Background: an optimization exercise with open tools, aiming at small area, a short achievable clock period and few clock cycles per item. Do not read the settings as production practice.
Where RTL was checked, it was by simulation tests only, not by an equivalence proof against the original.
For runs 1 to 5, only the layout was checked, not whether the RTL still works.

==> flow/design.v <==
module math_expression_inverse #(
  parameter int W = 32
) (
  input  logic                  clk,
  input  logic                  reset,
  input  logic                  start,
  input  logic signed [2*W+3:0] q,
  input  logic                  rmd,
  input  logic signed [W-1:0]   a,
  input  logic signed [W-1:0]   b,
  input  logic signed [W-1:0]   d,
  output logic signed [W-1:0]   c,
  output logic                  valid,
  output logic                  busy,
  output logic                  err_div0,
  output logic                  inexact,
  output logic                  ovf
);
  localparam int NB = 2*W + 6;                 
  localparam int K  = 32;                      
  localparam int NC = NB / 2;                  
  localparam int CW = $clog2(NC + 1);
  localparam logic [1:0] PREP = 2'd0, FIRST = 2'd1, RUN = 2'd2;
  logic [1:0]    st;
  logic [NB-1:0] qr;      
  logic [W-1:0]  rr;      
  logic [W:0]    dx;      
  logic [W+2:0]  d3;      
  logic          sd;      
  logic          sn;      
  logic [CW-1:0] cnt;
  logic [1:0]    r3;      
  logic          ff;      
  logic          nz;      
  logic          nz3;     
  logic [W-1:0]  qm;      
  logic          sy_r, sel_r, div0_r;
  logic dc;
  assign dc = ~sd;
  logic [NB-1:0] n_s;
  logic [W:0]    d1_s;
  assign n_s  = qr + {{(NB-W-2){rr[W-1]}}, rr, 2'b00};
  assign d1_s = dx - d3[W:0];
  logic [K-1:0] t_top;
  logic [W+1:0] d_t;
  logic         skip, d_is1;
  assign t_top = {qr[NB-1 -: 2], qr[NB-3 -: K-2] ^ {(K-2){sn}}};
  assign d_t   = {2'b00, t_top} + {dx[W], dx} + (W+2)'(dc);
  assign skip  = (st == FIRST) & d_t[W+1];
  assign d_is1 = (&dx[W:1]) & (dx[0] == sd);
  logic          x1, x2;
  logic [W:0]    rsh;            
  logic [W+1:0]  rsh4;           
  logic [W+1:0]  df1;            
  logic [W+3:0]  dfa, dfc;       
  logic          t1, t2, t3;
  assign x1   = qr[NB-1];
  assign x2   = qr[NB-2];
  assign rsh  = {rr, x1};
  assign rsh4 = {rr, x1, x2};
  assign df1  = {1'b0, rsh} + {dx[W], dx} + (W+2)'(dc);
  assign dfa  = {2'b00, rsh4} + {{3{dx[W]}}, dx} + (W+4)'(dc);
  assign dfc  = {2'b00, rsh4} + {d3[W+2], d3} + (W+4)'(dc);
  assign t1   = ~dfa[W+3];
  assign t2   = ~df1[W+1];
  assign t3   = ~dfc[W+3] & ((st != FIRST) | d_is1);
  logic [1:0]   y;               
  logic [W-1:0] r_nx;
  logic         f_nx;
  always_comb begin
    if (t3) begin
      y = 2'd3; r_nx = dfc[W-1:0];            f_nx = ff & x1 & x2;
    end else if (t2) begin
      y = 2'd2; r_nx = {df1[W-2:0], x2};      f_nx = &dfc;
    end else if (t1) begin
      y = 2'd1; r_nx = dfa[W-1:0];            f_nx = (&df1) & x2;
    end else begin
      y = 2'd0; r_nx = {rr[W-3:0], x1, x2};   f_nx = &dfa;
    end
  end
  logic       qa, qb;
  logic [1:0] r3b;
  always_comb begin
    case ({r3, y})
      4'd0:  {qa, qb, r3b} = {2'd0, 2'd0};
      4'd1:  {qa, qb, r3b} = {2'd0, 2'd1};
      4'd2:  {qa, qb, r3b} = {2'd0, 2'd2};
      4'd3:  {qa, qb, r3b} = {2'd1, 2'd0};
      4'd4:  {qa, qb, r3b} = {2'd1, 2'd1};
      4'd5:  {qa, qb, r3b} = {2'd1, 2'd2};
      4'd6:  {qa, qb, r3b} = {2'd2, 2'd0};
      4'd7:  {qa, qb, r3b} = {2'd2, 2'd1};
      4'd8:  {qa, qb, r3b} = {2'd2, 2'd2};
      4'd9:  {qa, qb, r3b} = {2'd3, 2'd0};
      4'd10: {qa, qb, r3b} = {2'd3, 2'd1};
      4'd11: {qa, qb, r3b} = {2'd3, 2'd2};
      default: {qa, qb, r3b} = 4'd0;       
    endcase
  end
  logic delta_nx, sy_nx, sel_nx, nz_nx;
  assign nz_nx    = nz | (|y);
  assign delta_nx = sn & f_nx;
  assign sy_nx    = (sn ^ sd) | ~(nz_nx | delta_nx);
  assign sel_nx   = sy_nx ? ~((r3b == 2'd2) | ((r3b == 2'd1) & delta_nx))
                          :  ((r3b == 2'd0) & ~delta_nx);
  logic last;
  assign last  = (cnt == CW'(NC));
  assign valid = busy & (((st == RUN) & div0_r) | last);
  always_ff @(posedge clk or posedge reset) begin
    if (reset) busy <= 1'b0;
    else       busy <= busy ? ~valid : start;
  end
  always_ff @(posedge clk) begin
    if (!busy) begin
      st  <= PREP;
      qr  <= {q[2*W+3], q, rmd};
      rr  <= d;
      dx  <= {a[W-1], a};
      d3  <= {{2{b[W-1]}}, b[W-1], b};
      cnt <= '0;
      r3  <= '0;
      nz  <= 1'b0;
      nz3 <= 1'b0;
      qm  <= '1;
    end else if (st == PREP) begin
      st  <= FIRST;
      qr  <= {1'b0, n_s[NB-2] ^ n_s[NB-1], n_s[NB-3:0]};
      sn  <= n_s[NB-1];
      rr  <= '0;
      sd  <= d1_s[W];
      dx  <= d1_s[W] ? d1_s : ~d1_s;
      d3  <= d1_s[W] ? -(W+3)'(3) : -(W+3)'(4);
    end else if (skip) begin
      st  <= RUN;
      qr  <= {qr[NB-K-1 -: 2] ^ {2{sn}}, qr[NB-K-3:0], {K{1'b0}}};
      rr  <= W'(t_top);
      cnt <= CW'(K / 2);
      ff  <= &d_t;
      div0_r <= ~sd & (&dx);
      d3  <= {dx[W], dx, dc} + {{2{dx[W]}}, dx} + (W+3)'(dc);
    end else begin
      if (st == FIRST) begin
        div0_r <= ~sd & (&dx);
        d3  <= {dx[W], dx, dc} + {{2{dx[W]}}, dx} + (W+3)'(dc);    
      end
      st  <= RUN;
      qr  <= {qr[NB-3 -: 2] ^ {2{sn}}, qr[NB-5:0], qa, qb};
      qm  <= (qa | qb) ? {qr[W-3:0], qb ? {qa, 1'b0} : 2'b01} : {qm[W-3:0], 2'b11};
      rr  <= r_nx;
      cnt <= cnt + CW'(1);
      r3  <= r3b;
      nz  <= nz_nx;
      nz3 <= nz3 | qa | qb;
      ff  <= f_nx;
      sy_r  <= sy_nx;
      sel_r <= sel_nx;
    end
  end
  logic         delta, inx1, inx2, hi;
  logic [W-1:0] v;
  assign delta = sn & ff;
  assign inx1  = sn ? ~ff : (|rr);
  assign inx2  = sy_r ? ~(((r3 == 2'd2) & ~delta) | ((r3 == 2'd1) & delta))
                      : ~(((r3 == 2'd1) & ~delta) | ((r3 == 2'd0) & delta));
  assign hi    = (|(qr[NB-1 -: 2] ^ {2{sn}})) | (|qr[NB-3:W]);
  assign v     = sel_r ? qm : qr[W-1:0];
  assign c        = div0_r ? '0 : (v ^ {W{sy_r}});
  assign err_div0 = div0_r;
  assign inexact  = ~div0_r & (inx1 | inx2);
  assign ovf      = ~div0_r & (hi | (v[W-1] & (~sel_r | nz3)));
endmodule
==> flow/run.sh <==
#!/bin/bash
# synth_recipe.tcl (not shown) runs the flow's synth.tcl, then flattens the netlist and writes it again
# the make line also repeats each setting of config.mk as NAME=value (left out here)
make -C /OpenROAD-flow-scripts/flow DESIGN_CONFIG=/design/flow/config.mk WORK_HOME=/design/flow/orfs CLKGATE_MAP_FILE= SYNTH_SCRIPT=/design/flow/synth_recipe.tcl finish
==> flow/config.mk <==
export PLATFORM = sky130hd
export DESIGN_NAME = math_expression_inverse
export DESIGN_NICKNAME = math_expression_inverse
export VERILOG_FILES = /design/flow/design.v
export SDC_FILE = /design/flow/constraint.sdc
export NUM_CORES = 4
export LEC_CHECK = 0
export CAP_MARGIN = 20
export CORE_MARGIN = 2
export CORE_UTILIZATION = 40
export SETUP_SLACK_MARGIN = 4.3
export SLEW_MARGIN = 20
==> flow/constraint.sdc <==
create_clock -name core_clock -period 8.5 [get_ports {clk}]
set_input_delay 1.7000 -clock core_clock [delete_from_list [all_inputs] [get_ports {clk}]]
set_output_delay 1.7000 -clock core_clock [all_outputs]
set_load 0.01 [all_outputs]
==> impl_metrics.ini, run 1 <==
[status]
status = timing/DRC/antenna clean

[logic_synthesis]
async_flop_share_pct = 0.452
synth_cells = 3348
ys.flop_type = dfxtp_1
synth-seq-area-share_pct = 19.8
yosysMostFrequentCell = nor2_1
ys_types = 108
synth_top_area_share_pct = 12.6
synth_warnings = 1
synth_edf_count = 76
synth_seq_cells = 221
syn_nets = 3791
synth_commonest_cells = 323 x nor2_1, 314 x a21oi_1, 264 x ha_1
avgSynthCellArea_sq_um = 7.81
synth_area_leaders = ha_1 13%, dfxtp_1 11%, edfxtp_1 8.7%
yosys.area.top_type = ha_1
synth_area_sq_um = 26200

[timing]
relSlewSlack_pct = 35.3
drv_slew = 0
fin_crit_sh_pct = 53.9
fin_setup_tns_ps = 0
hold_ws_ps = 497
worst_slew_pin_slew_ps = 967
skew_ps = 33.9
fmax_mhz = 218
fin_ws_ps = 3920
post-route-min-period_ps = 4580
rsz0062_at_grt = yes
setup_viol = 0
hold_viol_final = 0

[worst_setup_path]
cpMostUsedCell = nand4_1
crit_chain = ha_1 > a21oi_1 > o21ai_0 > a21o_1 > a31oi_1 > mux2i_1 > nand3_1 > nor4_4 > nand4_1 > nor4_2 > nand4_1 > nand2_2 > nand3_4 > o311a_1
required_ps = 8880
critPathMaxFanout = 6
crit_family = simple AND/OR/NAND/NOR gates
worstSetupEndpointType = register
cpPeakStageDelay_ps = 760
worstPathArrival_ps = 4960
slowest_stage = dfxtp_1
worst-path-buf-inv = 0
critPathKind = register to register
cp-start-kind = register
rrSetupSlack_ps = 3920

[floorplanning]
core_sq_um = 64600
die_x_microns = 260
row_count = 93
chipHeight_microns = 260
start_util_pct = 40.5
die_area_sq_um = 67500
io-pin-count = 205

[finish]
final_area_sq_um = 32600
final_nets = 4026
final_layout_size_suffix_gt1_share_pct = 14.2
area_delta_synth_final_pct = 24.7
num_antenna_cells = 0

[drt]
avgViaCountPerCell = 6.34
routed_wl_mm = 121
drt_pass1_iterations = 6
drc = 0
drt_iter0_drc = 3408
wl_per_cell_microns = 27.2
drtAntennaViolNets = 0
vias = 28300

[clocking]
htreeDepth = 1
clk_latency_ps = 630
cts_root_buf = clkbuf_16
cts_hold_buf = 0
clkTransAtPathRegs_ps = 60
cts_buffers = 29
max-clock-path-buffers = 3
cts_tree = yes
cts.sinks = 221

[flow_run]
cap_violations = 0

[global_routing]
grt_pass1_vias = 25800
grt-ovfl-total = 0
grt_first_pass_wirelength_mm = 171
antenna_found_initial = 3
grt_max_degree = 168
track_usage_pct = 33.8

[placement]
post-place-ws_ps = 2790
gp_congestion = 1.01
place_area_sq_um = 28900
hpwl_mm = 87.5
io_buffers = 204

[hold_path]
min_path_type = register to register
==> worst reg2reg max path, cell delays in order (launching register included) <==
cell     delay (ps)
dfxtp_1         760
ha_1            420
a21oi_1         150
o21ai_0         100
a21o_1          200
a31oi_1         310
mux2i_1         570
nand3_1         240
nor4_4          390
nand4_1         180
nor4_2          290
nand4_1         150
nand2_2         140
nand3_4         100
o311a_1         340
==> cell type report <==
cell class,count,area (sq um)
Multi-Input combinational cell,2835,21000
Clock inverter,14,133
Timing Repair Buffer,376,3950
Sequential cell,221,5250
Inverter,120,459
Clock buffer,40,797
Tap cell,855,1070
Fill cell,6275,31900
==> path summary, 6_finish.rpt <==
check,from,end,cells past startpoint
setup reg to reg,rr[23],sel_r,14
setup / recovery,rr[23],sel_r,14
hold / removal,qm[30],qm[30],2
hold reg to reg,qm[30],qm[30],2
min in group asynchronous,reset,busy,2
max in group asynchronous,reset,busy,2
==> flip-flops by register name, indices dropped and copies added (netlist names), 2 cells and up <==
signal	count
qm	32
dx	33
st	2
qr	70
d3	35
cnt	6
rr	32
r3	2
==> metrics by stage <==
step | std cells | util [%]
after floorplan | 3348 | -
final | 4461 | 50.5
after global routing | 4461 | 50.5
after detailed placement | 4259 | 44.7
after CTS | 4384 | 48.3
after global placement | 4258 | 44.7
==> what timing repair did <==
item                       CTS  global route
hold endpoints to repair     0             0
pin swaps                   38            48
resized for setup          156           160
buffers inserted            64            66
setup endpoints to repair  220           180
gates cloned                 7            11
==> cells by family after synthesis <==
| logic type | Yosys count | share of synthesized area, % |
|---|---|---|
| flip-flops | 221 | 19.8 |
| AO/OA/AOI/OAI | 1133 | 29.1 |
| adder cells (fa/ha/maj) | 275 | 13.5 |
| buffers and inverters | 293 | 4.36 |
| XOR/XNOR | 319 | 10.8 |
| AND/OR/NAND/NOR | 986 | 17.7 |
| multiplexers | 121 | 4.82 |
==> metal layers <==
metal	vias up	share of wire, %	global-route usage (%)	wire length [microns]
met1	13600	44	49.1	53200
met2	1486	41	49.1	49500
met4	6	4.3	12.5	5270
met3	281	11	6.60	13300
li1	12900	-	-	-
met5	-	0.034	0	41
==> placed cells by master (no fill, tap or decap), types with 23 or more instances in the layout <==
master	instances
a21oi_1	294
o211ai_1	67
nor2_1	319
xnor2_1	165
inv_1	111
o21ai_0	145
ha_1	241
a22o_1	25
nor3_1	51
a21o_1	140
nand2b_1	24
and3_1	31
edfxtp_1	76
nand4_1	55
nor2b_1	27
mux2i_1	75
dfxtp_2	23
o21bai_1	46
nand3_1	89
o21a_1	36
a211oi_1	26
nand2_1	250
buf_4	126
clkdlybuf4s50_1	189
clkbuf_16	40
mux2_2	35
a221oi_1	42
o21ai_1	30
dfxtp_1	113
xor2_1	137
a31oi_1	58
==> run 2, diff against run 1 <==
--- a/flow/config.mk
+++ b/flow/config.mk
@@ -10,3 +10,3 @@
 export CORE_UTILIZATION = 40
-export SETUP_SLACK_MARGIN = 4.3
+export SETUP_SLACK_MARGIN = 3.8
 export SLEW_MARGIN = 20
==> run 2 against run 1 <==
Net effect:
- synthesized cell count unchanged
- core utilization decreased by 2.7 points
- critical path depth increased by 2
- hold slack improved by 2.8 ps
- flip-flop and latch count unchanged
- setup slack got worse by 140 ps
- critical endpoint unchanged
==> impl_metrics.ini, run 2 <==
[worst_setup_path]
cp-start-kind = register
crit_chain = buf_4 > fa_2 > fa_2 > a21oi_1 > nor2_1 > nor2_1 > xnor2_1 > nand2_1 > nor4_2 > o2111ai_1 > or4_1 > nor4_2 > a41oi_1 > nand2_2 > nand3_4 > o311a_1
worstReg2RegStart = dx[0]
crit_end = sel_r
required_ps = 8840
critPathKind = register to register
rrSetupSlack_ps = 3780
reg2reg_depth = 16
worstPathArrival_ps = 5060
worstSetupEndpointType = register
critPathMaxFanout = 3
crit_path_start = dx[0]
slowest_stage = or4_1
cpPeakStageDelay_ps = 550
timing.rr.end = sel_r

[finish]
final_nets = 3935
multi_input_area_sq_um = 20400
area_delta_synth_final_pct = 18.0
final_layout_size_suffix_gt1_share_pct = 8.91
reg_top3 = qr (70), d3 (35), dx (33)
num_antenna_cells = 0
mostFrequentLayoutCell = nor2_1
final_cell_mix = 321 x nor2_1, 307 x a21oi_1, 262 x ha_1
fill_cells = 6426
largest_register_ffs = 70
largest-register = qr
final-seq-area_sq_um = 5210

[timing]
skew_ps = 28.6
post-route-min-period_ps = 4720
worst_slew_pin_slew_ps = 975
fin_crit_sh_pct = 55.5
rsz0062_at_grt = yes
setup_viol = 0
drv_slew = 0
fin_setup_tns_ps = 0
relSlewSlack_pct = 34.8
fin_ws_ps = 3780
fmax_mhz = 212
hold_viol_final = 0

[drt]
routed_wl_mm = 116
avgViaCountPerCell = 6.29
vias = 27500
drt_pass1_iterations = 6
drc = 0
wl_per_cell_microns = 26.6
drt_iter0_drc = 3068
drtAntennaViolNets = 0

[clocking]
clk_latency_ps = 610
cts_buffers = 29
max-clock-path-buffers = 3
cts_tree = yes
cts_root_buf = clkbuf_16
cts_hold_buf = 0
htreeDepth = 1
clkTransAtPathRegs_ps = 70
cts.sinks = 221

[logic_synthesis]
synth_area_leaders = ha_1 13%, dfxtp_1 11%, edfxtp_1 8.7%
ys.flop_type = dfxtp_1
ys_types = 108
async_flop_share_pct = 0.452
synth_warnings = 1
synth_seq_cells = 221
synth_area_sq_um = 26200
synth_edf_count = 76
syn_nets = 3791
yosys.area.top_type = ha_1
synth_cells = 3348
avgSynthCellArea_sq_um = 7.81
yosysMostFrequentCell = nor2_1
synth_commonest_cells = 323 x nor2_1, 314 x a21oi_1, 264 x ha_1
synth_top_area_share_pct = 12.6
synth-seq-area-share_pct = 19.8

[floorplanning]
die_area_sq_um = 67500
chipHeight_microns = 260
io-pin-count = 205
die_x_microns = 260
core_sq_um = 64600
start_util_pct = 40.5
row_count = 93

[global_routing]
grt_max_degree = 85
grt_pass1_vias = 25100
grt_first_pass_wirelength_mm = 168
antenna_found_initial = 1
grt-ovfl-total = 0
track_usage_pct = 33.1

[placement]
hpwl_mm = 88.4
post-place-ws_ps = 2630
gp_congestion = 1.06
io_buffers = 204

[flow_run]
cap_violations = 0

[hold_path]
min_path_type = register to register

[status]
status = timing/DRC/antenna clean
[run 2: cell counts after synthesis]
No cell type changed its count.
[run 2: cell families (layout without fill, tap and decap cells)]
| kind of cell | count (synthesis) | after routing | synth area share (%) |
|---|---|---|---|
| fa+ha+maj | 275 | 275 | 13.5 |
| mux | 121 | 121 | 4.82 |
| simple gates | 986 | 988 | 17.7 |
| buf+inv | 293 | 457 | 4.36 |
| xor+xnor | 319 | 319 | 10.8 |
| compound gates | 1133 | 1133 | 29.1 |
| flops | 221 | 221 | 19.8 |
[run 2: how the worst min path moves through the flow]
stage               startpoint  cells past startpoint      to
floorplan                  nz3                      1     nz3
global placement         qm[8]                      2   qm[8]
detailed placement       qm[6]                      2   qm[6]
CTS                      qm[6]                      2   qm[6]
global route            qm[17]                      2  qm[17]
finish                   qm[6]                      2   qm[6]
[run 2: layout make-up]
| class | instances | area share [%] |
|---|---|---|
| clock buffers | 46 | 2.82 |
| clock inverters | 7 | 0.296 |
| inverters | 120 | 1.48 |
| multi-input cells | 2836 | 66.1 |
| flip-flops and latches | 221 | 16.9 |
| well taps | 855 | 3.46 |
| repair buffers | 284 | 9.00 |
[run 2: per-stage QoR]
| step | instance area (sq um) | instances | hold WS [ps] | util [%] |
|---|---|---|---|---|
| finish | 30900 | 4369 | 500 | 47.8 |
| CTS | 30300 | 4341 | 501 | 46.9 |
| global placement | 28900 | 4265 | 490 | 44.7 |
| global route | 30900 | 4369 | 521 | 47.8 |
| detailed placement | 28900 | 4265 | 493 | 44.7 |
| floorplan | 26200 | 3348 | 450 | - |
[run 2: layer usage]
layer,vias up,global-route usage (%),wire length (microns)
met3,253,5.02,11200
met2,1359,47.0,46700
met1,13100,49.4,52800
met5,-,0,11
met4,2,13.5,5630
li1,12800,-,-
[run 2: worst max-delay path: cells and delay by family, from the launching register on]
kind	cells	cell delay [ps]
compound gates	4	940
xor+xnor	1	260
fa+ha+maj	2	880
buf+inv	1	190
flops	1	420
simple gates	8	1750
[run 2: timing repair]
| action | CTS | global route |
|---|---|---|
| gates resized for setup | 46 | 79 |
| pin swaps | 5 | 31 |
| endpoints found under the hold margin | 0 | 0 |
| setup endpoints to repair | 174 | 139 |
| setup buffers | 22 | 25 |
| gates cloned | 1 | 3 |
==> run 3, diff against run 2 <==
--- a/flow/design.v
+++ b/flow/design.v
@@ -45,3 +45,3 @@
   logic [W+1:0] d_t;
-  logic         skip, d_is1;
+  logic         skip;
   assign t_top = {qr[NB-1 -: 2], qr[NB-3 -: K-2] ^ {(K-2){sn}}};
@@ -49,3 +49,2 @@
   assign skip  = (st == FIRST) & d_t[W+1];
-  assign d_is1 = (&dx[W:1]) & (dx[0] == sd);
   logic          x1, x2;
@@ -65,42 +64,53 @@
   assign t2   = ~df1[W+1];
-  assign t3   = ~dfc[W+3] & ((st != FIRST) | d_is1);
+  assign t3   = ~dfc[W+3];
+  function automatic logic ones(input logic [W+3:0] a, input logic [W+3:0] b, input logic ci);
+    ones = &(~(a ^ b) ~^ {a[W+2:0] & b[W+2:0], ci});
+  endfunction
+  logic [3:0] fk;                
+  assign fk[0] = ones({2'b00, rsh4}, {{3{dx[W]}}, dx}, dc);
+  assign fk[1] = ones({3'b000, rsh}, {{3{dx[W]}}, dx}, dc) & x2;
+  assign fk[2] = ones({2'b00, rsh4}, {d3[W+2], d3}, dc);
+  assign fk[3] = ff & x1 & x2;
+  logic [3:0][1:0] q3k, r3k;
+  logic [3:0]      selk, syk;
+  always_comb begin
+    for (int k = 0; k < 4; k++) begin
+      logic [3:0] t;
+      logic       dl, sy_k;
+      t = {r3, 2'(k)};
+      case (t)
+        4'd0:  {q3k[k], r3k[k]} = {2'd0, 2'd0};
+        4'd1:  {q3k[k], r3k[k]} = {2'd0, 2'd1};
+        4'd2:  {q3k[k], r3k[k]} = {2'd0, 2'd2};
+        4'd3:  {q3k[k], r3k[k]} = {2'd1, 2'd0};
+        4'd4:  {q3k[k], r3k[k]} = {2'd1, 2'd1};
+        4'd5:  {q3k[k], r3k[k]} = {2'd1, 2'd2};
+        4'd6:  {q3k[k], r3k[k]} = {2'd2, 2'd0};
+        4'd7:  {q3k[k], r3k[k]} = {2'd2, 2'd1};
+        4'd8:  {q3k[k], r3k[k]} = {2'd2, 2'd2};
+        4'd9:  {q3k[k], r3k[k]} = {2'd3, 2'd0};
+        4'd10: {q3k[k], r3k[k]} = {2'd3, 2'd1};
+        4'd11: {q3k[k], r3k[k]} = {2'd3, 2'd2};
+        default: {q3k[k], r3k[k]} = 4'd0;     
+      endcase
+      dl      = sn & fk[k];
+      sy_k    = (sn ^ sd) | ~(nz | (k != 0) | dl);
+      syk[k]  = sy_k;
+      selk[k] = sy_k ? ~((r3k[k] == 2'd2) | ((r3k[k] == 2'd1) & dl))
+                     :  ((r3k[k] == 2'd0) & ~dl);
+    end
+  end
   logic [1:0]   y;               
   logic [W-1:0] r_nx;
-  logic         f_nx;
-  always_comb begin
-    if (t3) begin
-      y = 2'd3; r_nx = dfc[W-1:0];            f_nx = ff & x1 & x2;
-    end else if (t2) begin
-      y = 2'd2; r_nx = {df1[W-2:0], x2};      f_nx = &dfc;
-    end else if (t1) begin
-      y = 2'd1; r_nx = dfa[W-1:0];            f_nx = (&df1) & x2;
-    end else begin
-      y = 2'd0; r_nx = {rr[W-3:0], x1, x2};   f_nx = &dfa;
-    end
-  end
-  logic       qa, qb;
+  assign y    = t3 ? 2'd3 : t2 ? 2'd2 : t1 ? 2'd1 : 2'd0;
+  assign r_nx = t3 ? dfc[W-1:0] : t2 ? {df1[W-2:0], x2} : t1 ? dfa[W-1:0] : {rr[W-3:0], x1, x2};
+  logic       qa, qb, f_nx, sy_nx, sel_nx;
   logic [1:0] r3b;
-  always_comb begin
-    case ({r3, y})
-      4'd0:  {qa, qb, r3b} = {2'd0, 2'd0};
-      4'd1:  {qa, qb, r3b} = {2'd0, 2'd1};
-      4'd2:  {qa, qb, r3b} = {2'd0, 2'd2};
-      4'd3:  {qa, qb, r3b} = {2'd1, 2'd0};
-      4'd4:  {qa, qb, r3b} = {2'd1, 2'd1};
-      4'd5:  {qa, qb, r3b} = {2'd1, 2'd2};
-      4'd6:  {qa, qb, r3b} = {2'd2, 2'd0};
-      4'd7:  {qa, qb, r3b} = {2'd2, 2'd1};
-      4'd8:  {qa, qb, r3b} = {2'd2, 2'd2};
-      4'd9:  {qa, qb, r3b} = {2'd3, 2'd0};
-      4'd10: {qa, qb, r3b} = {2'd3, 2'd1};
-      4'd11: {qa, qb, r3b} = {2'd3, 2'd2};
-      default: {qa, qb, r3b} = 4'd0;       
-    endcase
-  end
-  logic delta_nx, sy_nx, sel_nx, nz_nx;
+  assign {qa, qb} = q3k[y];
+  assign r3b      = r3k[y];
+  assign f_nx     = fk[y];
+  assign sy_nx    = syk[y];
+  assign sel_nx   = selk[y];
+  logic nz_nx;
   assign nz_nx    = nz | (|y);
-  assign delta_nx = sn & f_nx;
-  assign sy_nx    = (sn ^ sd) | ~(nz_nx | delta_nx);
-  assign sel_nx   = sy_nx ? ~((r3b == 2'd2) | ((r3b == 2'd1) & delta_nx))
-                          :  ((r3b == 2'd0) & ~delta_nx);
   logic last;
@@ -131,3 +141,3 @@
       dx  <= d1_s[W] ? d1_s : ~d1_s;
-      d3  <= d1_s[W] ? -(W+3)'(3) : -(W+3)'(4);
+      d3  <= -(W+3)'(4);
     end else if (skip) begin
--- a/flow/config.mk
+++ b/flow/config.mk
@@ -10,3 +10,3 @@
 export CORE_UTILIZATION = 40
-export SETUP_SLACK_MARGIN = 3.8
+export SETUP_SLACK_MARGIN = 4.4
 export SLEW_MARGIN = 20
==> run 3 against run 2 <==
Net effect:
- still clean
- area after synthesis is 6.2% higher
- critical path depth is 2 lower
- sequential share of layout area is 1.3 points lower
- die area is 6.1% higher
- count of clock-buffer cells in the layout is 1 higher
- clock skew is 18 ps lower
- critical path type unchanged
- critical endpoint is now ff
==> impl_metrics.ini, run 3 <==
[logic_synthesis]
synth_area_sq_um = 27800
synth-seq-area-share_pct = 18.7
synth_area_leaders = ha_1 12%, dfxtp_1 10%, edfxtp_1 8.2%
synth_edf_count = 76
synth_commonest_cells = 314 x nor2_1, 294 x a21oi_1, 277 x inv_1
ys.flop_type = dfxtp_1
yosysMostFrequentCell = nor2_1
synth_cells = 3511
ys_types = 84
async_flop_share_pct = 0.452
synth_warnings = 1
yosys.area.top_type = ha_1
syn_nets = 4055
avgSynthCellArea_sq_um = 7.91
synth_top_area_share_pct = 12.4
synth_seq_cells = 221

[flow_run]
cap_violations = 0

[drt]
vias = 28700
avgViaCountPerCell = 6.10
routed_wl_mm = 124
drtAntennaViolNets = 0
wl_per_cell_microns = 26.5
drt_pass1_iterations = 7
drc = 0
drt_iter0_drc = 3101

[timing]
post-route-min-period_ps = 4320
hold_viol_final = 0
worst_slew_pin_slew_ps = 1050
relSlewSlack_pct = 29.0
setup_viol = 0
fin_crit_sh_pct = 50.8
rsz0062_at_grt = yes
fmax_mhz = 231
drv_slew = 0
skew_ps = 10.7
fin_setup_tns_ps = 0
fin_ws_ps = 4180
hold_ws_ps = 494

[finish]
area_delta_synth_final_pct = 21.6
final_nets = 4281
fin_util_pct = 49.2
reg_top3 = qr (70), d3 (35), dx (33)
final_cell_mix = 311 x nor2_1, 283 x a21oi_1, 272 x inv_1
largest_register_ffs = 70
final_layout_size_suffix_gt1_share_pct = 11.1
largest-register = qr
mostFrequentLayoutCell = nor2_1

[floorplanning]
die_area_sq_um = 71600
start_util_pct = 40.4
row_count = 96
io-pin-count = 205
core_sq_um = 68700
die_x_microns = 268
chipHeight_microns = 268

[clocking]
cts.sinks = 221
max-clock-path-buffers = 3
clkTransAtPathRegs_ps = 60
clk_latency_ps = 630
cts_root_buf = clkbuf_16
cts_buffers = 31
cts_tree = yes
htreeDepth = 1

[status]
status = timing/DRC/antenna clean

[worst_setup_path]
worstPathArrival_ps = 4820
critPathKind = register to register
worstSetupEndpointType = register
critPathMaxFanout = 5
cp-start-kind = register
required_ps = 9000

[global_routing]
grt_max_degree = 96
antenna_found_initial = 5
grt-ovfl-total = 0
grt_pass1_vias = 27000
track_usage_pct = 33.7
grt_first_pass_wirelength_mm = 178

[placement]
io_buffers = 204
gp_congestion = 1.01
hpwl_mm = 94.4
post-place-ws_ps = 2870

[hold_path]
min_path_type = register to register
## run 3: changes by cell type in the layout (fill, tap and decap cells not counted), moves of 20 or more
| cell | before | now |
|---|---|---|
| a21o_1 | 140 | 85 |
| fa_1 | 5 | 97 |
| o21ai_0 | 150 | 206 |
| o211ai_1 | 67 | 41 |
| o21bai_1 | 46 | 23 |
| inv_1 | 114 | 272 |
| clkdlybuf4s50_1 | 203 | 173 |
| dfxtp_1 | 131 | 104 |
| a21oi_1 | 307 | 283 |
| buf_4 | 66 | 113 |
| mux2i_1 | 80 | 58 |
| o21ai_1 | 29 | 9 |
| dfxtp_2 | 13 | 33 |
## run 3: area by class of cell
cell class / count / area (sq um)
Fill cell: 6866 / 34900
Multi-Input combinational cell: 2857 / 21800
Sequential cell: 221 / 5260
Timing Repair Buffer: 348 / 3550
Tap cell: 931 / 1160
Inverter: 278 / 1060
Clock buffer: 47 / 866
Clock inverter: 11 / 118
Antenna cell: 2 / 5.00
## run 3: worst paths after layout
path / end / cells past startpoint / slack (ps) / from
hold reg to reg: qm[30] / 2 / 490 / qm[30]
hold / removal: qm[30] / 2 / 490 / qm[30]
min in group asynchronous: busy / 2 / 1210 / reset
max in group asynchronous: busy / 2 / 7180 / reset
setup / recovery: ff / 14 / 4180 / sn
setup reg to reg: ff / 14 / 4180 / sn
## run 3: routing by layer
metal	vias to the layer above	track usage (%)	wire length, microns	share of wire [%]
met5	-	0	13	0.010
met4	2	11.7	4680	3.8
met3	242	10.1	14100	11
met2	1369	50.8	53200	43
met1	13800	45.7	52200	42
li1	13200	-	-	-
## run 3: cells by family after synthesis
logic type	after synthesis	share of synthesized area (%)
multiplexers	100	3.73
adder cells (fa/ha/maj)	376	19.7
AND/OR/NAND/NOR	995	16.9
AO/OA/AOI/OAI	1068	24.9
buffers and inverters	434	6.09
XOR/XNOR	317	10.0
flip-flops	221	18.7
## run 3: critical path, stage by stage (launching register included)
cell,delay (ps)
edfxtp_1,440
buf_12,170
xnor2_4,140
fa_2,370
fa_2,370
nand2b_1,180
a21boi_2,160
o21ai_1,120
a211o_1,350
o211ai_1,450
o31a_1,220
mux2_2,350
or4_4,560
nor4_4,140
a31o_1,160
## run 3: timing repair
item                       4_1_cts  5_1_grt
gates resized for setup        189      104
setup endpoints to repair      227      152
hold buffers                     0        0
buffers inserted                69       31
gates cloned                     8        2
pin swaps                       22       19
## run 3: stage by stage
stage,instance area (sq um),instances
floorplan,27800,3511
global placement,30700,4524
detailed placement,30700,4525
CTS,33100,4660
global route,33800,4693
finish,33800,4695
==> run 4, diff against run 3 <==
--- a/flow/config.mk
+++ b/flow/config.mk
@@ -10,3 +10,3 @@
 export CORE_UTILIZATION = 40
-export SETUP_SLACK_MARGIN = 4.4
+export SETUP_SLACK_MARGIN = 4.0
 export SLEW_MARGIN = 20
==> run 4 against run 3 <==
Net effect:
- still clean on timing, DRC and antenna
- routed wire length down 3.7%
- synthesized cell count did not move
- sequential share of layout area rose by 0.49 points
- die area did not move
- critical path depth is 2 higher
- cell count shrank 1.5%
- via count shrank 1.9%
==> impl_metrics.ini, run 4 <==
[clocking]
clkTransAtPathRegs_ps = 60
cts_buffers = 31
cts_root_buf = clkbuf_16
cts.sinks = 221
max-clock-path-buffers = 3
cts_tree = yes
clk_latency_ps = 630
htreeDepth = 1

[floorplanning]
row_count = 96
core_sq_um = 68700
die_x_microns = 268
chipHeight_microns = 268
die_area_sq_um = 71600
start_util_pct = 40.4
io-pin-count = 205

[logic_synthesis]
synth_warnings = 1
syn_nets = 4055
yosys.area.top_type = ha_1
synth_commonest_cells = 314 x nor2_1, 294 x a21oi_1, 277 x inv_1
synth_top_area_share_pct = 12.4
async_flop_share_pct = 0.452
synth_area_sq_um = 27800
ys_types = 84
synth_cells = 3511
yosysMostFrequentCell = nor2_1
synth_seq_cells = 221
ys.flop_type = dfxtp_1
avgSynthCellArea_sq_um = 7.91
synth_area_leaders = ha_1 12%, dfxtp_1 10%, edfxtp_1 8.2%
synth_edf_count = 76
synth-seq-area-share_pct = 18.7

[finish]
final_layout_size_suffix_gt1_share_pct = 7.09
final_nets = 4215
area_delta_synth_final_pct = 17.1
fill_cells = 6998
largest_register_ffs = 70
final_cell_mix = 311 x nor2_1, 289 x a21oi_1, 276 x inv_1
mostFrequentLayoutCell = nor2_1
reg_top3 = qr (70), d3 (35), dx (33)
num_antenna_cells = 0
largest-register = qr

[timing]
hold_viol_final = 0
post-route-min-period_ps = 4510
drv_slew = 0
fin_setup_tns_ps = 0
rsz0062_at_grt = yes
worst_slew_pin_slew_ps = 1180
skew_ps = 18.0
fin_crit_sh_pct = 53.1
setup_viol = 0
relSlewSlack_pct = 20.5
fin_ws_ps = 3990
fmax_mhz = 222

[global_routing]
grt_max_degree = 135
grt_first_pass_wirelength_mm = 174
grt_pass1_vias = 26400
track_usage_pct = 32.4
grt-ovfl-total = 0
antenna_found_initial = 1

[hold_path]
min_path_type = register to register
worstHoldPathCells = 2

[drt]
drc = 0
vias = 28100
drtAntennaViolNets = 0
drt_iter0_drc = 2960
wl_per_cell_microns = 25.9
routed_wl_mm = 120
drt_pass1_iterations = 6
avgViaCountPerCell = 6.08

[worst_setup_path]
critPathKind = register to register
critPathMaxFanout = 5
worstPathArrival_ps = 5000
required_ps = 8980
reg2reg_depth = 16
worstSetupEndpointType = register
cp-start-kind = register

[status]
status = timing/DRC/antenna clean

[placement]
gp_congestion = 1.02
io_buffers = 204
post-place-ws_ps = 3360
hpwl_mm = 94.7

[flow_run]
cap_violations = 0
## run 4: critical path, cell delays in order, from the launching register on
cell	delay, ps
edfxtp_1	410
buf_4	170
buf_12	140
xnor2_2	160
fa_2	390
fa_1	450
a211o_1	270
a221o_1	310
a2111oi_4	220
o2111ai_2	150
nor4_1	250
o311ai_1	180
a221oi_1	240
nand4_1	130
or4_4	590
nor4_4	150
a31o_1	160
## run 4: routing by layer
metal	up-vias	GRT usage [%]	share of wire, %
met4	0	7.82	2.7
li1	13100	-	-
met2	1270	49.5	43
met1	13600	47.6	46
met5	-	0	0
met3	201	4.92	8.7
## run 4: kinds of logic after synthesis
| logic type | count (synthesis) | share of synthesized area, % |
|---|---|---|
| compound gates | 1068 | 24.9 |
| xor+xnor | 317 | 10.0 |
| fa+ha+maj | 376 | 19.7 |
| buf+inv | 434 | 6.09 |
| flops | 221 | 18.7 |
| mux | 100 | 3.73 |
| simple gates | 995 | 16.9 |
## run 4: layout make-up
cell class / count / area (sq um) / share of cell area (%)
Tap cell: 931 / 1160 / 3.58
Inverter: 278 / 1050 / 3.22
Multi-Input combinational cell: 2856 / 21200 / 65.1
Clock buffer: 36 / 825 / 2.53
Timing Repair Buffer: 283 / 2830 / 8.71
Sequential cell: 221 / 5230 / 16.1
Clock inverter: 21 / 240 / 0.739
## run 4: through the flow
step / util [%] / hold WS (ps) / cells / cell area (sq um)
after detailed placement: 44.7 / 473 / 4528 / 30700
after CTS: 46.6 / 486 / 4595 / 32000
after global routing: 47.3 / 522 / 4626 / 32500
after floorplan: - / 426 / 3511 / 27800
final: 47.3 / 484 / 4626 / 32500
after global placement: 44.7 / 473 / 4527 / 30700
## run 4: final timing paths
check,start,endpoint,slack (ps)
setup / recovery,sn,ff,3990
hold / removal,nz,nz,480
setup reg to reg,sn,ff,3990
hold reg to reg,nz,nz,480
max in group asynchronous,reset,busy,7190
min in group asynchronous,reset,busy,1210
## run 4: repair_timing
item,CTS,global route
pin swaps,1,12
resized for setup,51,54
gates cloned,1,4
endpoints found under the setup margin,182,175
hold buffers,0,0
setup buffers,9,27
endpoints found under the hold margin,0,0
==> run 5, diff against run 4 <==
--- a/flow/design.v
+++ b/flow/design.v
@@ -39,6 +39,10 @@
   assign dc = ~sd;
+  function automatic logic ones(input logic [W+3:0] a, input logic [W+3:0] b, input logic ci);
+    ones = &(~(a ^ b) ~^ {a[W+2:0] & b[W+2:0], ci});
+  endfunction
   logic [NB-1:0] n_s;
   logic [W:0]    d1_s;
-  assign n_s  = qr + {{(NB-W-2){rr[W-1]}}, rr, 2'b00};
-  assign d1_s = dx - d3[W:0];
+  logic n_co, d1_co;
+  mei_add #(.N(NB)) u_n (.a(qr), .b({{(NB-W-2){rr[W-1]}}, rr, 2'b00}), .ci(1'b0), .s(n_s), .co(n_co));
+  mei_add #(.N(W+1)) u_d1 (.a(dx), .b(~d3[W:0]), .ci(1'b1), .s(d1_s), .co(d1_co));
   logic [K-1:0] t_top;
@@ -65,5 +69,2 @@
   assign t3   = ~dfc[W+3];
-  function automatic logic ones(input logic [W+3:0] a, input logic [W+3:0] b, input logic ci);
-    ones = &(~(a ^ b) ~^ {a[W+2:0] & b[W+2:0], ci});
-  endfunction
   logic [3:0] fk;                
@@ -115,2 +116,5 @@
   assign nz_nx    = nz | (|y);
+  logic [W+2:0] d3_s;
+  logic         d3_co;
+  mei_add #(.N(W+3)) u_d3 (.a({dx[W], dx, dc}), .b({{2{dx[W]}}, dx}), .ci(dc), .s(d3_s), .co(d3_co));
   logic last;
@@ -147,5 +151,5 @@
       cnt <= CW'(K / 2);
-      ff  <= &d_t;
+      ff  <= ones({2'b00, t_top}, {{3{dx[W]}}, dx}, dc);
       div0_r <= ~sd & (&dx);
-      d3  <= {dx[W], dx, dc} + {{2{dx[W]}}, dx} + (W+3)'(dc);
+      d3  <= d3_s;
     end else begin
@@ -153,3 +157,3 @@
         div0_r <= ~sd & (&dx);
-        d3  <= {dx[W], dx, dc} + {{2{dx[W]}}, dx} + (W+3)'(dc);    
+        d3  <= d3_s;
       end
@@ -181 +185,31 @@
 endmodule
+module mei_add #(
+  parameter int N = 8
+) (
+  input  logic [N-1:0] a,
+  input  logic [N-1:0] b,
+  input  logic         ci,
+  output logic [N-1:0] s,
+  output logic         co
+);
+  logic [N-1:0] p0, g0, p, g;
+  always_comb begin
+    p0 = a ^ b;
+    g0 = a & b;
+    p  = p0;
+    g  = g0;
+    g[0] = g0[0] | (p0[0] & ci);
+    for (int i = 1; i <= $clog2(N); i++)
+      for (int j = 2**i - 1; j < N; j += 2**i) begin
+        g[j] = g[j] | (p[j] & g[j - 2**(i-1)]);
+        p[j] = p[j] & p[j - 2**(i-1)];
+      end
+    for (int i = $clog2(N); i > 0; i--)
+      for (int j = 2**i + 2**(i-1) - 1; j < N; j += 2**i) begin
+        g[j] = g[j] | (p[j] & g[j - 2**(i-1)]);
+        p[j] = p[j] & p[j - 2**(i-1)];
+      end
+    s  = p0 ^ {g[N-2:0], ci};
+    co = g[N-1];
+  end
+endmodule
==> run 5 against run 4 <==
Net effect:
- still clean
- largest cell class unchanged
- register-to-register slack gained 30 ps
- cell count shrank 13%
- sequential share of layout area grew 0.94 points
- via count shrank 14%
- first-iteration DRC count shrank 24%
- synthesized cell count shrank 17%
- fmax grew 0.74%
- count of clock-buffer cells in the layout grew 3
- flip-flop and latch count is the same
==> impl_metrics.ini, run 5 <==
[finish]
final-seq-area_sq_um = 5240
final_cells = 4010
largest_register_ffs = 70
fill_cells = 6009
mostFrequentLayoutCell = ha_1
largest-register = qr
multi_input_area_sq_um = 19800
final_nets = 3755
final_cell_mix = 271 x ha_1, 237 x nand2_1, 232 x nor2_1
final_layout_size_suffix_gt1_share_pct = 9.26
fin_util_pct = 48.1
area_delta_synth_final_pct = 19.6
reg_top3 = qr (70), d3 (35), dx (33)

[logic_synthesis]
synth-compound-area-share_pct = 20.1
synth_top_family_by_area = adder cells
yosys.area.top_type = fa_1
avgSynthCellArea_sq_um = 8.81
async_flop_share_pct = 0.452
synth_commonest_cells = 274 x ha_1, 240 x nand2_1, 236 x nor2_1
syn_nets = 3547
synth_area_leaders = fa_1 14%, ha_1 13%, dfxtp_1 11%
synth_seq_cells = 221
synth_cells = 2926
ys_types = 84
synth_edf_count = 76
synth_top_area_share_pct = 13.9
synthAdderAreaFrac_pct = 27.2
synth_xor_area_share_pct = 9.14
synth.area.mux_share_pct = 4.42
synth_area_sq_um = 25800
synth_warnings = 4
synthSimpleGateAreaFrac_pct = 14.2
yosysMostFrequentCell = ha_1
synth-seq-area-share_pct = 20.1
ys.flop_type = dfxtp_1

[global_routing]
antenna_found_initial = 1
track_usage_pct = 31.3
grt_pass1_vias = 24100
grt-ovfl-total = 0
grt_max_degree = 84
grt_first_pass_wirelength_mm = 156

[floorplanning]
die_area_sq_um = 66500
io-pin-count = 205
row_count = 93
core_sq_um = 64100
chipHeight_microns = 258
die_x_microns = 258
start_util_pct = 40.2

[worst_setup_path]
slowest_stage = dfxtp_4
cp-start-kind = register
required_ps = 8960
worst-path-buf-inv = 0
worstSetupEndpointType = register
worstPathArrival_ps = 4940
critPathMaxFanout = 12
crit_family = compound AO/OA/AOI/OAI gates
cpPeakStageDelay_ps = 540
crit_chain = ha_1 > a21o_1 > a21o_1 > a21oi_1 > o21ai_0 > a21o_1 > a21oi_1 > o211ai_1 > a22oi_2 > a21oi_2 > a31oi_4 > fa_1 > xnor2_1 > xnor2_1 > xor2_1 > nand2_1 > o21ai_0 > o21ai_0
critPathKind = register to register

[drt]
avgViaCountPerCell = 6.06
vias = 24300
wl_per_cell_microns = 26.7
drtAntennaViolNets = 0
drt_pass1_iterations = 6
routed_wl_mm = 107
drc = 0
drt_iter0_drc = 2262

[clocking]
cts_tree = yes
cts_hold_buf = 0
cts_root_buf = clkbuf_16
cts.sinks = 221
clk_latency_ps = 600
htreeDepth = 1
cts_buffers = 29
clkTransAtPathRegs_ps = 60
max-clock-path-buffers = 3

[timing]
skew_ps = 18.1
setup_viol = 0
fin_ws_ps = 4020
fin_setup_tns_ps = 0
rsz0062_at_grt = yes
fin_crit_sh_pct = 52.7
fmax_mhz = 223
relSlewSlack_pct = 22.3
worst_slew_pin_slew_ps = 1160
drv_slew = 0
hold_viol_final = 0
post-route-min-period_ps = 4480

[placement]
gp_congestion = 0.995
hpwl_mm = 82.1
io_buffers = 204
post-place-ws_ps = 2250
placedCellCount = 3893

[status]
status = timing/DRC/antenna clean

[hold_path]
min_path_type = register to register

[flow_run]
cap_violations = 0
run 5: layout make-up:
class	instances	area share (%)
sequential	221	17.0
tap	855	3.47
clock inverter	11	0.219
antenna	2	0.0162
multi-input combinational	2382	64.4
inverter	191	2.41
timing repair buffer	309	9.70
clock buffer	39	2.80
run 5: repair_timing:
| item | CTS | global route |
|---|---|---|
| gates cloned | 2 | 1 |
| gates resized for setup | 94 | 37 |
| setup endpoints to repair | 144 | 74 |
| setup buffers | 23 | 39 |
| pin swaps | 10 | 14 |
| endpoints found under the hold margin | 0 | 0 |
run 5: logic make-up (layout without fill, tap and decap cells):
logic type | Yosys count | count (layout)
AND/OR/NAND/NOR | 777 | 778
buffers and inverters | 325 | 550
flip-flops | 221 | 221
XOR/XNOR | 269 | 269
other | 0 | 2
multiplexers | 111 | 111
AO/OA/AOI/OAI | 770 | 771
adder cells (fa/ha/maj) | 453 | 453
run 5: worst register-to-register path, stage by stage (launching register included):
cell	delay [ps]
dfxtp_4	540
ha_1	370
a21o_1	200
a21o_1	170
a21oi_1	240
o21ai_0	210
a21o_1	260
a21oi_1	430
o211ai_1	230
a22oi_2	270
a21oi_2	130
a31oi_4	330
fa_1	250
xnor2_1	130
xnor2_1	180
xor2_1	170
nand2_1	70
o21ai_0	90
o21ai_0	90
run 5: stage by stage:
stage,hold slack (ps),cell area [sq um]
floorplan,455,25800
global placement,467,28700
detailed placement,472,28700
CTS,486,30300
global route,496,30800
finish,486,30800
run 5: final timing paths:
path	from	endpoint	slack (ps)	cells after the start
setup / recovery	rr[31]	qr[68]	4020	18
hold / removal	qm[30]	qm[30]	490	2
setup reg to reg	rr[31]	qr[68]	4020	18
hold reg to reg	qm[30]	qm[30]	490	2
max in group asynchronous	reset	busy	7160	2
min in group asynchronous	reset	busy	1240	2
run 5: per-layer routing:
| layer | vias up | share of wire [%] | global-route usage [%] |
|---|---|---|---|
| met5 | - | 0 | 0 |
| met4 | 0 | 5.4 | 14.0 |
| met3 | 257 | 7.0 | 4.36 |
| met2 | 1107 | 46 | 51.3 |
| met1 | 11900 | 42 | 40.9 |
| li1 | 11000 | - | - |
==> run 6, diff against run 5 <==
--- a/flow/design.v
+++ b/flow/design.v
@@ -145,3 +145,3 @@
       dx  <= d1_s[W] ? d1_s : ~d1_s;
-      d3  <= -(W+3)'(4);
+      d3  <= ~((W+3)'(3));    
     end else if (skip) begin
--- a/flow/config.mk
+++ b/flow/config.mk
@@ -9,3 +9,3 @@
 export CORE_MARGIN = 2
-export CORE_UTILIZATION = 40
+export CORE_UTILIZATION = 60
 export SETUP_SLACK_MARGIN = 4.0
==> run 6 against run 5 <==
Net effect:
- largest cell class unchanged
- fmax shrank 0.19%
- design area shrank 3.2%
- critical path type unchanged
- cell count shrank 9.1%
- non-clock buffer count shrank 24
- flip-flop and latch count is the same
==> impl_metrics.ini, run 6 <==
[logic_synthesis]
yosys.area.top_type = fa_1
synth_cells = 2895
synth_top_area_share_pct = 14.0
synth_commonest_cells = 288 x nor2_1, 274 x ha_1, 207 x nand2_1
avgSynthCellArea_sq_um = 8.83
synth_seq_cells = 221
yosysMostFrequentCell = nor2_1
synth_edf_count = 76
synth_area_leaders = fa_1 14%, ha_1 13%, dfxtp_1 11%
ys.flop_type = dfxtp_1
synth_area_sq_um = 25600
syn_nets = 3516
synth_warnings = 4
synth-seq-area-share_pct = 20.3
async_flop_share_pct = 0.452
ys_types = 92

[worst_setup_path]
cpMostUsedCell = buf_12
cp-start-kind = register
crit_chain = buf_12 > xor2_2 > ha_1 > inv_1 > fa_1 > a21boi_0 > a311oi_1 > nand3_1 > a31oi_1 > o21ai_1 > mux2i_4 > buf_12 > nand2_1 > inv_4 > nand2_2 > o221ai_1
critPathMaxFanout = 40
critPathKind = register to register
worstSetupEndpointType = register
worst-path-buf-inv = 4
crit_family = compound AO/OA/AOI/OAI gates
worstPathArrival_ps = 4950
cpPeakStageDelay_ps = 440
required_ps = 8960
slowest_stage = fa_1

[global_routing]
grt_pass1_vias = 24600
grt-ovfl-total = 0
grt_max_degree = 117
track_usage_pct = 44.9
antenna_found_initial = 3
grt_first_pass_wirelength_mm = 149

[timing]
fmax_mhz = 223
hold_viol_final = 0
fin_ws_ps = 4010
post-route-min-period_ps = 4490
fin_crit_sh_pct = 52.8
skew_ps = 24.8
rsz0062_at_grt = yes
fin_setup_tns_ps = 0
worst_slew_pin_slew_ps = 1110
drv_slew = 0
relSlewSlack_pct = 25.7
setup_viol = 0

[drt]
drt_iter0_drc = 2954
vias = 25000
avgViaCountPerCell = 6.85
drc = 0
wl_per_cell_microns = 27.6
routed_wl_mm = 101
drtAntennaViolNets = 0
drt_pass1_iterations = 9

[floorplanning]
core_sq_um = 41900
die_x_microns = 210
die_area_sq_um = 44300
start_util_pct = 60.9
chipHeight_microns = 210
io-pin-count = 205
row_count = 75

[finish]
fill_cells = 3196
final_area_sq_um = 29800
final_nets = 3705
final_layout_size_suffix_gt1_share_pct = 8.37
mostFrequentLayoutCell = nor2_1
reg_top3 = qr (70), d3 (35), dx (33)
largest-register = qr
largest_register_ffs = 70
final_cell_mix = 287 x nor2_1, 271 x ha_1, 203 x clkdlybuf4s50_1
area_delta_synth_final_pct = 16.7

[clocking]
cts_tree = yes
htreeDepth = 1
cts.sinks = 221
cts_root_buf = clkbuf_16
clk_latency_ps = 610
clkTransAtPathRegs_ps = 60
max-clock-path-buffers = 3
cts_buffers = 29

[hold_path]
min_path_type = register to register

[status]
status = timing/DRC/antenna clean

[placement]
post-place-ws_ps = 3210
hpwl_mm = 75.7
place_area_sq_um = 28100
gp_congestion = 1.01
io_buffers = 204

[flow_run]
cap_violations = 0
## run 6: cell types whose count changed after synthesis, moves of 12 or more
cell / change
nor2_1: +52
a22o_1: -25
nand2_1: -33
o21ai_0: -15
mux2i_1: -15
xnor2_1: +34
o31ai_1: -31
a21oi_1: +22
a221o_1: -14
a311oi_1: +12
and3_1: -26
## run 6: kinds of logic (layout without fill, tap and decap cells)
group | Yosys count | in the layout | synth area share (%)
adders and majority gates | 453 | 453 | 27.4
DFF | 221 | 221 | 20.3
muxes | 94 | 94 | 3.80
AOI/OAI and AO/OA | 731 | 731 | 19.1
and+or+nand+nor | 774 | 774 | 14.0
buffers and inverters | 311 | 522 | 4.73
xor gates and xnor gates | 311 | 311 | 10.7
other | 0 | 1 | 0
## run 6: final timing paths
check / start / endpoint / slack [ps] / cells past startpoint
max: sn / rr[6] / 4010 / 16
min: qm[9] / qm[9] / 500 / 2
max reg2reg: sn / rr[6] / 4010 / 16
min reg2reg: qm[9] / qm[9] / 500 / 2
max in group asynchronous: reset / busy / 7160 / 2
min in group asynchronous: reset / busy / 1240 / 2
## run 6: layout make-up
type | count | area, sq um | share of cell area [%]
Sequential cell | 221 | 5240 | 17.6
Tap cell | 539 | 674 | 2.26
Antenna cell | 1 | 2.50 | 0.00839
Timing Repair Buffer | 285 | 2820 | 9.44
Multi-Input combinational cell | 2363 | 19400 | 65.1
Clock buffer | 40 | 861 | 2.89
Inverter | 184 | 712 | 2.39
Clock inverter | 13 | 105 | 0.352
## run 6: timing repair
item                       CTS  global route
cloned                       0             2
pin swaps                    2             6
setup endpoints to repair   78            83
setup buffers               15            30
hold buffers                 0             0
resized for setup           52            51
## run 6: worst register-to-register path: cells and delay by family (launching register included)
kind / cells / cell delay (ps)
adder cells (fa/ha/maj): 2 / 620
AO/OA/AOI/OAI: 5 / 1220
flip-flops: 1 / 380
buffers and inverters: 4 / 860
XOR/XNOR: 1 / 280
AND/OR/NAND/NOR: 3 / 720
multiplexers: 1 / 280
## run 6: per-layer routing
metal / vias up / share of wire [%] / global-route usage (%) / wire length (microns)
li1: 10800 / - / - / -
met1: 12100 / 36 / 56.4 / 36600
met2: 1729 / 45 / 71.2 / 45200
met3: 408 / 11 / 9.07 / 11200
met4: 0 / 7.5 / 27.8 / 7540
met5: - / 0 / 0 / 0
## run 6: through the flow
step | hold WS [ps] | util (%) | cells
global route | 519 | 71.1 | 3645
finish | 503 | 71.1 | 3646
global placement | 474 | 66.9 | 3544
detailed placement | 485 | 66.9 | 3544
CTS | 500 | 70.0 | 3612
floorplan | 442 | - | 2895
Testbench counts of run 6, summed over its fixed seeds: cycles 44,605, jobs 1,920.
==> run 7, diff against run 6 <==
--- a/flow/config.mk
+++ b/flow/config.mk
@@ -9,3 +9,4 @@
 export CORE_MARGIN = 2
-export CORE_UTILIZATION = 60
+export CORE_UTILIZATION = 40
+export CTS_BUF_LIST = sky130_fd_sc_hd__clkbuf_8
 export SETUP_SLACK_MARGIN = 4.0
==> run 7 against run 6 <==
Net effect:
- clock skew grew 16 ps
- routed wire length grew 6.1%
- core utilization shrank 23 points
- critical path depth shrank 9
- global-route usage shrank 13 points
- area after synthesis is the same
- setup slack gained 31 ps
- hold slack lost 15 ps
==> impl_metrics.ini, run 7 <==
[floorplanning]
io-pin-count = 205
start_util_pct = 40.5
chipHeight_microns = 257
die_x_microns = 257
die_area_sq_um = 65900
core_sq_um = 63100
row_count = 92

[timing]
hold_ws_ps = 488
skew_ps = 40.5
setup_viol = 0
hold_viol_final = 0
fmax_mhz = 224
relSlewSlack_pct = 34.1
fin_crit_sh_pct = 52.4
drv_slew = 0
worst_slew_pin_slew_ps = 988
fin_setup_tns_ps = 0
post-route-min-period_ps = 4460
rsz0062_at_grt = yes

[finish]
final_layout_size_suffix_gt1_share_pct = 10.5
multi_input_area_sq_um = 19500
final-seq-area_sq_um = 5260
final_cell_mix = 287 x nor2_1, 271 x ha_1, 203 x clkdlybuf4s50_1
reg_top3 = qr (70), d3 (35), dx (33)
final_nets = 3773
area_delta_synth_final_pct = 19.9
mostFrequentLayoutCell = nor2_1
largest-register = qr
fill_cells = 6118
largest_register_ffs = 70

[hold_path]
holdPathEnd = qm[30]
worstHoldPathCells = 2
min-delay-start = qm[30]
min_path_type = register to register

[global_routing]
grt_max_degree = 93
track_usage_pct = 31.7
grt-ovfl-total = 0
grt_pass1_vias = 24100
antenna_found_initial = 0
grt_first_pass_wirelength_mm = 156

[status]
status = timing/DRC/antenna clean

[worst_setup_path]
reg2reg_depth = 18
crit_family = buffers and inverters
worstPathArrival_ps = 2760
critPathMaxFanout = 8
cp_num_cells = 7
worstSetupEndpointType = output pin
worstReg2RegStart = qr[3]
worst-path-buf-inv = 4
cp-start-kind = register
timing.rr.end = qr[68]
critPathKind = register to output pin
cpMostUsedCell = buf_4
cpPeakStageDelay_ps = 500
required_ps = 6800
rrSetupSlack_ps = 4060
slowest_stage = clkdlybuf4s50_1
crit_chain = clkinvlp_4 > buf_4 > buf_4 > nand3_1 > a2111oi_4 > nor2_1 > clkdlybuf4s50_1

[drt]
routed_wl_mm = 107
vias = 24100
drc = 0
wl_per_cell_microns = 26.5
avgViaCountPerCell = 5.98
drt_iter0_drc = 1927
drt_pass1_iterations = 5
drtAntennaViolNets = 0

[clocking]
cts.sinks = 221
max-clock-path-buffers = 3
htreeDepth = 2
cts_buffers = 47
cts_tree = yes
clkTransAtPathRegs_ps = 60
clk_latency_ps = 650
cts_root_buf = clkbuf_8

[logic_synthesis]
syn_nets = 3516
avgSynthCellArea_sq_um = 8.83
ys_types = 92
synth-seq-area-share_pct = 20.3
yosysMostFrequentCell = nor2_1
synth_cells = 2895
synth_seq_cells = 221
synth_top_area_share_pct = 14.0
async_flop_share_pct = 0.452
yosys.area.top_type = fa_1
ys.flop_type = dfxtp_1
synth_area_sq_um = 25600
synth_warnings = 4
synth_edf_count = 76
synth_commonest_cells = 288 x nor2_1, 274 x ha_1, 207 x nand2_1
synth_area_leaders = fa_1 14%, ha_1 13%, dfxtp_1 11%

[placement]
hpwl_mm = 82.2
gp_congestion = 0.997
io_buffers = 204

[flow_run]
cap_violations = 0
run 7: cell counts after synthesis:
Identical to the previous run, type by type.
run 7: per-stage QoR:
step	worst slack [ps]	std cells	cell area, sq um	utilization (%)
floorplan	4190	2895	25600	-
global placement	3050	3854	28500	45.1
detailed placement	2960	3854	28500	45.1
CTS	3990	3963	29900	47.4
global route	3900	4033	30600	48.6
finish	4040	4034	30600	48.6
run 7: final cells by class:
class,instances,area share [%]
diodes,1,0.00817
multi-input cells,2363,63.6
clock inverters,29,0.584
flip-flops and latches,221,17.2
repair buffers,335,10.4
well taps,846,3.45
inverters,184,2.31
clock buffers,55,2.47
run 7: cell families after synthesis:
group           share of synthesized area, %
compound gates                          19.1
xor+xnor                                10.7
fa+ha+maj                               27.4
buf+inv                                 4.73
flops                                   20.3
mux                                     3.80
simple gates                            14.0
run 7: how the worst max path moves through the flow:
stage	from	to	slack [ps]
2_1_floorplan	dx[5]	qm[23]	4190
3_3_place_gp	qr[68]	qm[4]	3050
3_5_place_dp	qr[68]	qm[6]	2960
4_1_cts	rr[31]	inexact	3990
5_1_grt	rr[28]	qr[68]	3900
6_report	qr[68]	ovf	4040
run 7: routing by layer:
metal | track usage, % | wire length, microns | up-vias
li1 | - | - | 10900
met1 | 40.6 | 44200 | 11900
met2 | 53.0 | 50100 | 1000
met3 | 3.90 | 6660 | 255
met4 | 14.9 | 5760 | 0
met5 | 0 | 0 | -
run 7: repair_timing:
action	4_1_cts	5_1_grt
buffers inserted	25	69
pin swaps	4	12
endpoints found under the setup margin	139	84
hold buffers	0	0
gates resized for setup	76	50
cloned	0	1
run 7: worst register-to-register path, stage by stage (launching register included):
cell       delay, ps
dfxtp_1          640
fa_1             320
nand3_1          110
a21oi_1          280
o2111ai_1        190
nand2_1          220
a21oi_4          130
nor4_4           340
nand4_1          160
a31oi_2          270
a31o_2           220
a31oi_1          140
fa_1             400
xnor2_1          150
xnor2_1          270
xor2_1           100
nand2_1           70
o21ai_0           90
o21ai_0          270

what the ideal ports hide:
The flow's constraints put no driver on any port. The routed layouts listed below were extracted and timed again, unchanged, in two steps.
Step 1: set_driving_cell puts a clkbuf_16 on clk and a buf_2 on each other input, an assumption about the parent block.
Step 2 adds t to the input delays and takes it off the output delays; t is the mean of the earliest and latest rising clock arrival at the registers after step 1. Input paths then give back, and output paths get back, about the clock's delay inside the block.
a / b / c = ideal ports / drivers / drivers and shift; a / b = the first two.
run	t (ns)	slack for setup (ns)	worst hold slack (ns)	worst setup path at the end
run 1	0.672	3.919 / 3.919 / 3.919	0.497 / 0.497 / 0.497	register to register
run 2	0.653	3.783 / 3.783 / 3.783	0.500 / 0.500 / 0.500	register to register
run 3	0.684	4.178 / 4.167 / 4.178	0.494 / 0.494 / 0.494	register to register
run 4	0.690	3.987 / 3.982 / 3.987	0.484 / 0.484 / 0.484	register to register
run 5	0.655	4.020 / 4.013 / 4.020	0.486 / 0.486 / 0.486	register to register
run 6	0.653	4.011 / 3.982 / 4.011	0.503 / 0.503 / 0.503	register to register
run 7	0.696	4.043 / 3.979 / 4.059	0.488 / 0.488 / 0.488	register to register
After both steps every run listed still meets setup and hold.
